Source: an optimization exercise on an open RTL-to-GDS flow (aim: small area and a short achievable clock period). Production flows keep margins and buffers that such runs may drop. Function was checked by simulation only, so behaviour that the tests miss may differ from the original. No activity file was given, so power comes from the tool's default toggle rates.

==> flow/design.v (excerpt) <==
module ddr2_cmd_responder #(
  parameter int BA_BITS      = 3,
  parameter int ADDR_BITS    = 13,
  parameter int DQ_BITS      = 16,
  parameter int DM_BITS      = 2,
  parameter int COL_IDX_BITS = 4
) (
  input  logic                 clk,
  input  logic                 rst,
  input  logic                 cke,
  input  logic                 cs_n,
  input  logic                 ras_n,
  input  logic                 cas_n,
  input  logic                 we_n,
  input  logic [BA_BITS-1:0]   ba,
  input  logic [ADDR_BITS-1:0] addr,
  input  logic [DQ_BITS-1:0]   dq_in,
  input  logic [DM_BITS-1:0]   dm,
  output logic [DQ_BITS-1:0]   dq_out,
  output logic                 dq_oe,
  output logic                 ready,
  output logic                 err,
  output logic [2:0]           err_code
);
==> flow/config.mk <==
export PLATFORM = sky130hd
export DESIGN_NAME = ddr2_cmd_responder
export DESIGN_NICKNAME = ddr2_cmd_responder
export VERILOG_FILES = /design/flow/design.v
export SDC_FILE = /design/flow/constraint.sdc
export NUM_CORES = 4
export LEC_CHECK = 0
export CAP_MARGIN = 20
export CORE_MARGIN = 2
export CORE_UTILIZATION = 50
export CTS_CLUSTER_DIAMETER = 60
export CTS_CLUSTER_SIZE = 26
export PLACE_DENSITY = 0.6
export SETUP_SLACK_MARGIN = 3.0
export SLEW_MARGIN = 20
export SYNTH_HIERARCHICAL = 1
export SYNTH_MINIMUM_KEEP_SIZE = 0
==> flow/constraint.sdc <==
create_clock -name core_clock -period 5.5 [get_ports {clk}]
set_input_delay 1.1000 -clock core_clock [delete_from_list [all_inputs] [get_ports {clk}]]
set_output_delay 1.1000 -clock core_clock [all_outputs]
set_load 0.01 [all_outputs]
run.sh (not shown) runs the stock make flow with config.mk's settings and CLKGATE_MAP_FILE= SYNTH_SCRIPT=/design/flow/synth_recipe.tcl, a recipe that flattens the netlist after the stock synthesis.
The starting point ran to the end with no violations.
Next try:
- CTS_CLUSTER_DIAMETER: 60 -> default
- CTS_CLUSTER_SIZE: 26 -> default
What happened: The changed run completed without violations; first-iteration DRC count goes up by 0.48%; clock-buffer cell count goes up by 121; design area goes up by 2.1%; global-route usage goes up by 0.28 points; wire length goes up by 0.46%; maximum frequency goes down by 1.4%; via count goes up by 0.80%.

## job 7367
ddr2_cmd_responder, a different RTL version from the one above (not shown whole).
For scale: about 3,800 cells after synthesis, about 2,300 flip-flops, roughly 0.078 mm² of cells after synthesis.
Settings: LEC_CHECK=0, CAP_MARGIN=20, CORE_MARGIN=2, CORE_UTILIZATION=50, CTS_CLUSTER_DIAMETER=60, CTS_CLUSTER_SIZE=26, PLACE_DENSITY=0.6, SETUP_SLACK_MARGIN=3.0, SLEW_MARGIN=20, SYNTH_HIERARCHICAL=1, SYNTH_MINIMUM_KEEP_SIZE=0; clock period 5.5 ns.
Job 7367 ended with every stage complete and zero timing, DRC or antenna violations.
Input-level comparison between job 2984 and job 7367:
# job 7367
export LEC_CHECK = 0
export CAP_MARGIN = 20
export CORE_MARGIN = 2
export CORE_UTILIZATION = 50
export CTS_CLUSTER_DIAMETER = 60
export CTS_CLUSTER_SIZE = 26
export PLACE_DENSITY = 0.6
export SETUP_SLACK_MARGIN = 3.0
export SLEW_MARGIN = 20
export SYNTH_HIERARCHICAL = 1
export SYNTH_MINIMUM_KEEP_SIZE = 0
create_clock -name core_clock -period 5.5 [get_ports {clk}]
# job 2984
export LEC_CHECK = 0
export CAP_MARGIN = 0
export CORE_MARGIN = 2
export CORE_UTILIZATION = 50
export CTS_CLUSTER_DIAMETER = 70
export CTS_CLUSTER_SIZE = 30
export PLACE_DENSITY = 0.6
export SETUP_SLACK_MARGIN = 3.0
export SLEW_MARGIN = 0
export SYNTH_HIERARCHICAL = 1
export SYNTH_MINIMUM_KEEP_SIZE = 0
create_clock -name core_clock -period 5.5 [get_ports {clk}]
- Compared with job 7367, job 2984 shows a lower final setup slack of the worst path.
- Summary — cell count, job 2984 relative to job 7367: lower, by 29.
- Taking job 7367 as the reference, in job 2984 number of flip-flops and latches level; area of all placed cells without fillers down 0.52%.

Setup of run A:
Another version of the RTL of ddr2_cmd_responder (not shown whole).
Size: about 3800 cells after synthesis, roughly 0.078 sq mm of cells after synthesis.
clock: 5.5 ns
lec_check: 0
cap_margin: 20
core_margin: 2
core_utilization: 55
cts_cluster_diameter: 60
cts_cluster_size: 26
place_density: 0.65
setup_slack_margin: 3.25
slew_margin: 20
synth_hierarchical: 1
synth_minimum_keep_size: 0
The final layout from run A, which completed every stage, passed the timing, DRC and antenna checks at the end of the flow.
Modified inputs, run R compared to run A
Settings: CORE_UTILIZATION changed from 55 to 50; SETUP_SLACK_MARGIN changed from 3.25 to 3.0; PLACE_DENSITY changed from 0.65 to 0.6.
--- outcome ---
Per the final summary, run R finished and its layout is clean on timing, DRC and antenna.
Compared with run A, leakage power in run R decreased by a few percent.
From run A to run R the numbers moved as follows: global-route usage over all layers shows a reduction of 1.8 points, synthesized cell count shows no meaningful change, area of the multi-input gates shows a reduction of about 6%, wire length on met3 shows a reduction of 1800 microns, worst setup slack shows a reduction of 0.11 ns.
Wire length of the first global-routing pass was higher in run R than in run A.
Routed wire in run R totals more than in run A.
Combinational cell fraction of total power on run R is down relative to run A.
In the flow results for run R and run A, the fmax is larger on run A.

Another version of the RTL of ddr2_cmd_responder (not shown whole).
Size: roughly 3900 cells after synthesis, about 2300 flip-flops, ~63 I/O pins, roughly 79000 µm² of cells after synthesis.
==> flow/config.mk <==
export PLATFORM = sky130hd
export DESIGN_NAME = ddr2_cmd_responder
export DESIGN_NICKNAME = ddr2_cmd_responder
export VERILOG_FILES = /design/flow/design.v
export SDC_FILE = /design/flow/constraint.sdc
export NUM_CORES = 4
export LEC_CHECK = 0
export CAP_MARGIN = 0
export CORE_MARGIN = 2
export CORE_UTILIZATION = 50
export CTS_CLUSTER_DIAMETER = 70
export CTS_CLUSTER_SIZE = 30
export PLACE_DENSITY = 0.6
export SETUP_SLACK_MARGIN = 3.0
export SLEW_MARGIN = 0
export SYNTH_HIERARCHICAL = 1
export SYNTH_MINIMUM_KEEP_SIZE = 0
==> flow/constraint.sdc <==
create_clock -name core_clock -period 5.5 [get_ports {clk}]
set_input_delay 1.1000 -clock core_clock [delete_from_list [all_inputs] [get_ports {clk}]]
set_output_delay 1.1000 -clock core_clock [all_outputs]
set_load 0.01 [all_outputs]
Change:
CTS_CLUSTER_DIAMETER = 60   (was 70)
CTS_CLUSTER_SIZE = 26   (was 30)
Result:
- power rose by a few percent
- setup slack gets better by 0.0035 ns
- register-to-register slack barely changes
- wire length hardly moves
Change:
CORE_UTILIZATION = 56   (was 50)
PLACE_DENSITY = 0.66   (was 0.6)
Total power drops slightly.
Design area went down slightly.
Core utilization grows by 6.4 points.
Routed wire length falls slightly.
Sequential power is about the same.
Clock-buffer cell count came out lower by 4.

Another version of the RTL of ddr2_cmd_responder (not shown whole).
Size: ~3900 cells after synthesis, ~2300 flip-flops, about 79000 um^2 of cells after synthesis.
clock: 5.5 ns
lec_check: 0
cap_margin: 0
core_margin: 2
core_utilization: 50
cts_cluster_diameter: 60
cts_cluster_size: 26
place_density: 0.6
setup_slack_margin: 3.0
slew_margin: 0
synth_hierarchical: 1
synth_minimum_keep_size: 0
The baseline finished with timing, DRC and antenna clean.
Rerun with:
--- a/flow/config.mk
+++ b/flow/config.mk
@@ -9,6 +9,6 @@
 export CORE_MARGIN = 2
-export CORE_UTILIZATION = 50
+export CORE_UTILIZATION = 56
 export CTS_CLUSTER_DIAMETER = 60
 export CTS_CLUSTER_SIZE = 26
-export PLACE_DENSITY = 0.6
+export PLACE_DENSITY = 0.66
 export SETUP_SLACK_MARGIN = 3.0
The changed run went through all stages and came out clean.
Utilization is higher by 6.3 points.
Register-to-register slack got worse by 20 ps.
Cell area fell by 0.59%.
Power is lower by 0.94%.

==> afterwards: timing with drivers on the ports <==
The flow's constraints put no driver on any port. The routed layouts listed below were extracted and timed again, unchanged, in two steps. Step 1, drivers: a clkbuf_16 drives clk and a buf_2 each remaining input, both assumed. Step 2 also shifts input and output timing later by t, the mid clock arrival at the registers, as if the neighbouring blocks saw the same clock. a / b / c = ideal ports / drivers / drivers and shift; a / b = the first two.
run	t, ns	setup slack, ns	worst setup path after step 2
the first run of note 1	0.859	2.784 / 2.784 / 2.263	input to register
the second run of note 1	0.904	2.745 / 2.745 / 2.275	input to register
job 7367	0.878	2.922 / 2.922 / 2.176	input to register
job 2984	0.852	2.879 / 2.879 / 2.362	input to register
run A	0.873	2.899 / 2.899 / 2.418	input to register
run R	0.879	2.790 / 2.790 / 2.360	input to register
the first run of note 4	0.869	3.015 / 2.971 / 2.302	input to register
the second run of note 4	0.887	3.018 / 2.961 / 2.259	input to register
the third run of note 4	0.867	2.999 / 2.991 / 2.257	input to register
the first run of note 5	0.875	2.968 / 2.918 / 2.179	input to register
the second run of note 5	0.868	2.950 / 2.947 / 2.205	input to register
After both steps setup and hold are still met in every run listed. The setup slack of the first run of note 5, which loses most, moves by -0.050 ns with the drivers and by -0.789 ns with both steps.
